What follows belongs to an exercise in optimizing a design on an open flow for small area; a production flow would make more cautious choices. Where RTL was checked, it was by simulation tests only, not by an equivalence proof against the original.

==> v2 <==
==> flow/design.v <==
package regfile_pkg;
  localparam int DEF_WIDTH = 32;
  localparam int DEF_DEPTH = 32;
  localparam int DEF_NRD   = 2;
endpackage
module regfile_clr_seq
#(
  parameter int   DEPTH = regfile_pkg::DEF_DEPTH,
  localparam int  AW    = $clog2(DEPTH)
) (
  input  logic          clk,
  input  logic          rst_n,
  input  logic          clr_i,
  output logic          busy_o,
  output logic [AW-1:0] sweep_addr_o
);
  logic          busy_q;
  logic [AW-1:0] cnt_q;
  always_ff @(posedge clk or negedge rst_n) begin
    if (!rst_n) begin
      busy_q <= 1'b0;
      cnt_q  <= '0;
    end else if (busy_q) begin
      cnt_q <= cnt_q + AW'(1);
      if (cnt_q == AW'(DEPTH - 1)) busy_q <= 1'b0;
    end else if (clr_i) begin
      busy_q <= 1'b1;
    end
  end
  assign busy_o       = busy_q;
  assign sweep_addr_o = cnt_q;
endmodule
module reg_file_mp
#(
  parameter int  WIDTH   = regfile_pkg::DEF_WIDTH,
  parameter int  DEPTH   = regfile_pkg::DEF_DEPTH,
  parameter int  NRD     = regfile_pkg::DEF_NRD,
  localparam int AW      = $clog2(DEPTH)
) (
  input  logic                 CLK,
  input  logic                 RST_N,
  input  logic                 WE,
  input  logic [AW-1:0]        Rw,
  input  logic [WIDTH-1:0]     busW,
  input  logic [NRD*AW-1:0]    Ra,
  output logic [NRD*WIDTH-1:0] busR,
  input  logic                 ISSUE,
  input  logic [AW-1:0]        Rd,
  output logic [DEPTH-1:0]     PEND,
  input  logic                 CLR,
  output logic                 BUSY
);
  localparam int NSRC  = DEPTH;
  localparam int NGRP  = 10;
  logic [WIDTH-1:0] data_q [1:DEPTH-1];
  logic [WIDTH-1:0] data_d [1:DEPTH-1];
  logic [DEPTH-1:1] vld_q;
  logic [DEPTH-1:1] pend_q;
  logic [AW-1:0]    sweep_addr;
  logic             wr_act;
  logic             byp_act;
  logic [DEPTH-1:1] wr_hit;
  logic [DEPTH-1:1] wr_hold;
  logic [DEPTH-1:1] iss_hit;
  logic [DEPTH-1:1] clr_hit;
  regfile_clr_seq #(.DEPTH(DEPTH)) u_clr_seq (
    .clk          (CLK),
    .rst_n        (RST_N),
    .clr_i        (CLR),
    .busy_o       (BUSY),
    .sweep_addr_o (sweep_addr)
  );
  assign wr_act  = WE && !BUSY;
  assign byp_act = wr_act && RST_N;
  for (genvar i = 1; i < DEPTH; i++) begin : g_dec
    assign wr_hit[i]  = wr_act && (Rw == AW'(i));
    assign wr_hold[i] = !wr_hit[i];
    assign iss_hit[i] = ISSUE && !BUSY && (Rd == AW'(i));
    assign clr_hit[i] = BUSY && (sweep_addr == AW'(i));
  end
  for (genvar i = 1; i < DEPTH; i++) begin : g_reg
    for (genvar b = 0; b < WIDTH; b++) begin : g_bit
      regfile_ao22 u_ld (
        .a1 (busW[b]),      .a2 (wr_hit[i]),
        .b1 (data_q[i][b]), .b2 (wr_hold[i]),
        .y  (data_d[i][b])
      );
    end
    always_ff @(posedge CLK) begin
      data_q[i] <= data_d[i];
    end
    always_ff @(posedge CLK or negedge RST_N) begin
      if (!RST_N)          vld_q[i] <= 1'b0;
      else if (clr_hit[i]) vld_q[i] <= 1'b0;
      else if (wr_hit[i])  vld_q[i] <= 1'b1;
    end
    always_ff @(posedge CLK or negedge RST_N) begin
      if (!RST_N)          pend_q[i] <= 1'b0;
      else if (clr_hit[i]) pend_q[i] <= 1'b0;
      else if (iss_hit[i]) pend_q[i] <= 1'b1;
      else if (wr_hit[i])  pend_q[i] <= 1'b0;
    end
  end
  for (genvar k = 0; k < NRD; k++) begin : g_rd
    logic [AW-1:0]         addr;
    logic                  sel_w;
    logic [NSRC-1:0]       sel;
    logic [WIDTH-1:0]      src [NSRC];
    logic [NGRP-1:0]       grp_n [WIDTH];
    assign addr  = Ra[k*AW +: AW];
    assign sel_w = byp_act && (addr != '0) && (Rw == addr);
    assign sel[0] = sel_w;
    assign src[0] = busW;
    for (genvar i = 1; i < NSRC; i++) begin : g_sel
      assign sel[i] = wr_hold[i] && vld_q[i] && (addr == AW'(i));
      assign src[i] = data_q[i];
    end
    for (genvar b = 0; b < WIDTH; b++) begin : g_bit
      for (genvar g = 0; g < NGRP; g++) begin : g_grp
        regfile_aoi222 u_g (
          .a1 (src[3*g][b]),   .a2 (sel[3*g]),
          .b1 (src[3*g+1][b]), .b2 (sel[3*g+1]),
          .c1 (src[3*g+2][b]), .c2 (sel[3*g+2]),
          .y  (grp_n[b][g])
        );
      end
      logic [2:0] part;
      regfile_nand4 u_p0 (.a (grp_n[b][3:0]), .y (part[0]));
      regfile_nand4 u_p1 (.a (grp_n[b][7:4]), .y (part[1]));
      regfile_nand2 u_p2 (.a (grp_n[b][9:8]), .y (part[2]));
      logic tail;
      regfile_ao221 u_t (
        .a1 (src[30][b]), .a2 (sel[30]),
        .b1 (src[31][b]), .b2 (sel[31]),
        .c1 (part[2]),
        .y  (tail)
      );
      regfile_or3 u_or (.a ({tail, part[1:0]}), .y (busR[k*WIDTH + b]));
    end
  end
  assign PEND = {pend_q, 1'b0};
endmodule
module regfile_ao22 (
  input  logic a1, a2, b1, b2,
  output logic y
);
  assign y = (a1 & a2) | (b1 & b2);
endmodule
module regfile_aoi222 (
  input  logic a1, a2, b1, b2, c1, c2,
  output logic y
);
  assign y = !((a1 & a2) | (b1 & b2) | (c1 & c2));
endmodule
module regfile_nand4 (
  input  logic [3:0] a,
  output logic       y
);
  assign y = !(&a);
endmodule
module regfile_nand2 (
  input  logic [1:0] a,
  output logic       y
);
  assign y = !(&a);
endmodule
module regfile_ao221 (
  input  logic a1, a2, b1, b2, c1,
  output logic y
);
  assign y = (a1 & a2) | (b1 & b2) | c1;
endmodule
module regfile_or3 (
  input  logic [2:0] a,
  output logic       y
);
  assign y = |a;
endmodule
==> flow/flow/run.sh <==
#!/bin/bash
# The standard layout, with two changes:
# - the port buffers are made from the smallest buffer cell instead of the
#   resizer's default choice;
# - clock tree synthesis inserts no dummy loads (the clock tree's skew is
#   not critical at this period).
set -euo pipefail
export BUFFER_PORTS_ARGS="-buffer_cell sky130_fd_sc_hd__buf_1"
export CTS_ARGS="-sink_clustering_enable -repair_clock_nets -dont_use_dummy_load -sink_clustering_size 25 -sink_clustering_max_diameter 100"
bash standard.sh finish > standard.log 2>&1
==> flow/standard.sh <==
#!/bin/bash
# synth_recipe.tcl (not shown) runs the flow's synth.tcl, then flattens the netlist and writes it again
# the make line also repeats each setting of config.mk as NAME=value (left out here)
make -C /OpenROAD-flow-scripts/flow DESIGN_CONFIG=/design/flow/config.mk WORK_HOME=/design/flow/orfs CLKGATE_MAP_FILE= SYNTH_SCRIPT=/design/flow/synth_recipe.tcl "${@:-finish}"
==> flow/config.mk <==
export PLATFORM = sky130hd
export DESIGN_NAME = reg_file_mp
export DESIGN_NICKNAME = reg_file_mp
export VERILOG_FILES = /design/flow/design.v
export SDC_FILE = /design/flow/constraint.sdc
export NUM_CORES = 4
export LEC_CHECK = 0
export CAP_MARGIN = 20
export CELL_PAD_IN_SITES_DETAIL_PLACEMENT = 1
export CELL_PAD_IN_SITES_GLOBAL_PLACEMENT = 1
export CORE_MARGIN = 2
export CORE_UTILIZATION = 35
export CTS_CLUSTER_DIAMETER = 100
export CTS_CLUSTER_SIZE = 25
export PLACE_DENSITY = 0.55
export SLEW_MARGIN = 20
export SYNTH_HIERARCHICAL = 1
==> flow/constraint.sdc <==
create_clock -name core_clock -period 7.0 [get_ports {CLK}]
set_input_delay 1.4000 -clock core_clock [delete_from_list [all_inputs] [get_ports {CLK}]]
set_output_delay 1.4000 -clock core_clock [all_outputs]
set_load 0.01 [all_outputs]
==> v29: changes against v2 <==
--- a/flow/design.v
+++ b/flow/design.v
@@ -50,8 +50,8 @@
   input  logic                 CLR,
   output logic                 BUSY
 );
-  localparam int NSRC  = DEPTH;
-  localparam int NGRP  = 10;
+  localparam int NSRC = DEPTH;
+  localparam int NGRP = (NSRC + 2) / 3;
   logic [WIDTH-1:0] data_q [1:DEPTH-1];
   logic [WIDTH-1:0] data_d [1:DEPTH-1];
   logic [DEPTH-1:1] vld_q;
@@ -104,38 +104,43 @@
   for (genvar k = 0; k < NRD; k++) begin : g_rd
     logic [AW-1:0]         addr;
     logic                  sel_w;
-    logic [NSRC-1:0]       sel;
-    logic [WIDTH-1:0]      src [NSRC];
+    logic [3*NGRP-1:0]     sel;
+    logic [WIDTH-1:0]      src [3*NGRP];
     logic [NGRP-1:0]       grp_n [WIDTH];
     assign addr  = Ra[k*AW +: AW];
     assign sel_w = byp_act && (addr != '0) && (Rw == addr);
     assign sel[0] = sel_w;
     assign src[0] = busW;
-    for (genvar i = 1; i < NSRC; i++) begin : g_sel
-      assign sel[i] = wr_hold[i] && vld_q[i] && (addr == AW'(i));
-      assign src[i] = data_q[i];
+    for (genvar i = 1; i < 3*NGRP; i++) begin : g_sel
+      if (i < DEPTH) begin : g_r
+        assign sel[i] = !sel_w && vld_q[i] && (addr == AW'(i));
+        assign src[i] = data_q[i];
+      end else begin : g_z
+        assign sel[i] = 1'b0;
+        assign src[i] = '0;
+      end
     end
     for (genvar b = 0; b < WIDTH; b++) begin : g_bit
       for (genvar g = 0; g < NGRP; g++) begin : g_grp
-        regfile_aoi222 u_g (
-          .a1 (src[3*g][b]),   .a2 (sel[3*g]),
-          .b1 (src[3*g+1][b]), .b2 (sel[3*g+1]),
-          .c1 (src[3*g+2][b]), .c2 (sel[3*g+2]),
-          .y  (grp_n[b][g])
-        );
+        if (3*g + 2 < NSRC) begin : g_3
+          regfile_aoi222 u_g (
+            .a1 (src[3*g][b]),   .a2 (sel[3*g]),
+            .b1 (src[3*g+1][b]), .b2 (sel[3*g+1]),
+            .c1 (src[3*g+2][b]), .c2 (sel[3*g+2]),
+            .y  (grp_n[b][g])
+          );
+        end else begin : g_2
+          regfile_aoi22 u_g (
+            .a1 (src[3*g][b]),   .a2 (sel[3*g]),
+            .b1 (src[3*g+1][b]), .b2 (sel[3*g+1]),
+            .y  (grp_n[b][g])
+          );
+        end
       end
-      logic [2:0] part;
-      regfile_nand4 u_p0 (.a (grp_n[b][3:0]), .y (part[0]));
-      regfile_nand4 u_p1 (.a (grp_n[b][7:4]), .y (part[1]));
-      regfile_nand2 u_p2 (.a (grp_n[b][9:8]), .y (part[2]));
-      logic tail;
-      regfile_ao221 u_t (
-        .a1 (src[30][b]), .a2 (sel[30]),
-        .b1 (src[31][b]), .b2 (sel[31]),
-        .c1 (part[2]),
-        .y  (tail)
+      regfile_nand_n #(.N(NGRP)) u_or (
+        .a (grp_n[b]),
+        .y (busR[k*WIDTH + b])
       );
-      regfile_or3 u_or (.a ({tail, part[1:0]}), .y (busR[k*WIDTH + b]));
     end
   end
   assign PEND = {pend_q, 1'b0};
@@ -146,33 +151,23 @@
 );
   assign y = (a1 & a2) | (b1 & b2);
 endmodule
+module regfile_aoi22 (
+  input  logic a1, a2, b1, b2,
+  output logic y
+);
+  assign y = !((a1 & a2) | (b1 & b2));
+endmodule
 module regfile_aoi222 (
   input  logic a1, a2, b1, b2, c1, c2,
   output logic y
 );
   assign y = !((a1 & a2) | (b1 & b2) | (c1 & c2));
 endmodule
-module regfile_nand4 (
-  input  logic [3:0] a,
-  output logic       y
+module regfile_nand_n #(
+  parameter int N = 2
+) (
+  input  logic [N-1:0] a,
+  output logic         y
 );
   assign y = !(&a);
 endmodule
-module regfile_nand2 (
-  input  logic [1:0] a,
-  output logic       y
-);
-  assign y = !(&a);
-endmodule
-module regfile_ao221 (
-  input  logic a1, a2, b1, b2, c1,
-  output logic y
-);
-  assign y = (a1 & a2) | (b1 & b2) | c1;
-endmodule
-module regfile_or3 (
-  input  logic [2:0] a,
-  output logic       y
-);
-  assign y = |a;
-endmodule
==> flow/run.sh (new file) <==
#!/bin/bash
# synth_recipe.tcl (not shown) runs the flow's synth.tcl, then flattens the netlist and writes it again
# the make line also repeats each setting of config.mk as NAME=value (left out here)
make -C /OpenROAD-flow-scripts/flow DESIGN_CONFIG=/design/flow/config.mk WORK_HOME=/design/flow/orfs CLKGATE_MAP_FILE= SYNTH_SCRIPT=/design/flow/synth_recipe.tcl finish
Settings changed: CELL_PAD_IN_SITES_DETAIL_PLACEMENT 1 to unset, CELL_PAD_IN_SITES_GLOBAL_PLACEMENT 1 to unset, CORE_UTILIZATION 35 to 30, CTS_CLUSTER_DIAMETER 100 to unset, CTS_CLUSTER_SIZE 25 to unset, PLACE_DENSITY 0.55 to 0.5.
removed: flow/flow/run.sh
removed: flow/standard.sh
==> v22: changes against v2 <==
==> flow/flow/run.sh (replaced) <==
#!/bin/bash
# The standard layout, with three changes:
# - the port buffers are made from the smallest buffer cell instead of the
#   resizer's default choice;
# - clock tree synthesis inserts no dummy loads (the clock tree's skew is
#   not critical at this period);
# - after global routing, gates on paths with positive slack are downsized
#   (ORFS's power recovery), which also recovers cell area.
set -euo pipefail
export BUFFER_PORTS_ARGS="-buffer_cell sky130_fd_sc_hd__buf_1"
export CTS_ARGS="-sink_clustering_enable -repair_clock_nets -dont_use_dummy_load -sink_clustering_size 25 -sink_clustering_max_diameter 100"
export RECOVER_POWER=100
bash standard.sh finish > standard.log 2>&1
==> summary.txt <==
- v22 completed and failed the layout checks on max-capacitance violations, max-slew violations, negative setup slack. v2 completed with no timing, DRC or antenna violations. v29 completed without violations.
- Of v2 and v29, v2 has the higher global-route usage (gap 9.6 points).
- The lowest routed wire length belongs to v29, the highest to v2.
- Fmax, highest first: v2, v29, v22.
- In v22 the core utilization is lower than in v2, by 0.27 points.
- Of v2 and v29, v2 has the higher sequential share of layout area (gap 4.7 points).
- Register-to-register slack: v22 < v2 < v29.
- Die area is the same in v22 and v2.
- In flip-flop and latch count, v22 and v2 do not differ.
- The lowest final area belongs to v22, the highest to v29.
- Hold slack: v29 > v22 > v2.
Only the layout flow was run in v29; the RTL was not checked for function there.

[afterwards: timing with drivers on the ports]
In the flow no input, the clock included, has a driving cell. The finished layouts below were timed again as built, in two steps.
Step 1, drivers: a clkbuf_16 drives CLK and a buf_2 each remaining input, both assumed.
Step 2, shift: input delay + t, output delay - t, t = (earliest + latest rising clock arrival at the registers) / 2. This alone moves slack from input paths to output paths.
Slacks: no drivers / after step 1 / after step 2; pairs: no drivers / after step 1.
| run | t, ns | setup slack, ns | worst setup path at the end | worst register clock-pin slew, ns | cell pins on the clock port's net |
|---|---|---|---|---|---|
| v2 | 0.768 | 0.337 / 0.314 / 0.314 | input to output | 0.11 / 0.11 | 1 |
| v29 | 0.805 | 0.113 / 0.088 / 0.088 | input to output | 0.07 / 0.07 | 1 |
| v22 | 0.766 | -0.159 / -0.107 / -0.873 | input to register | 0.11 / 0.11 | 1 |
For v22, which loses most, drivers alone change the setup slack by +0.052 ns; drivers and shift together by -0.714 ns.
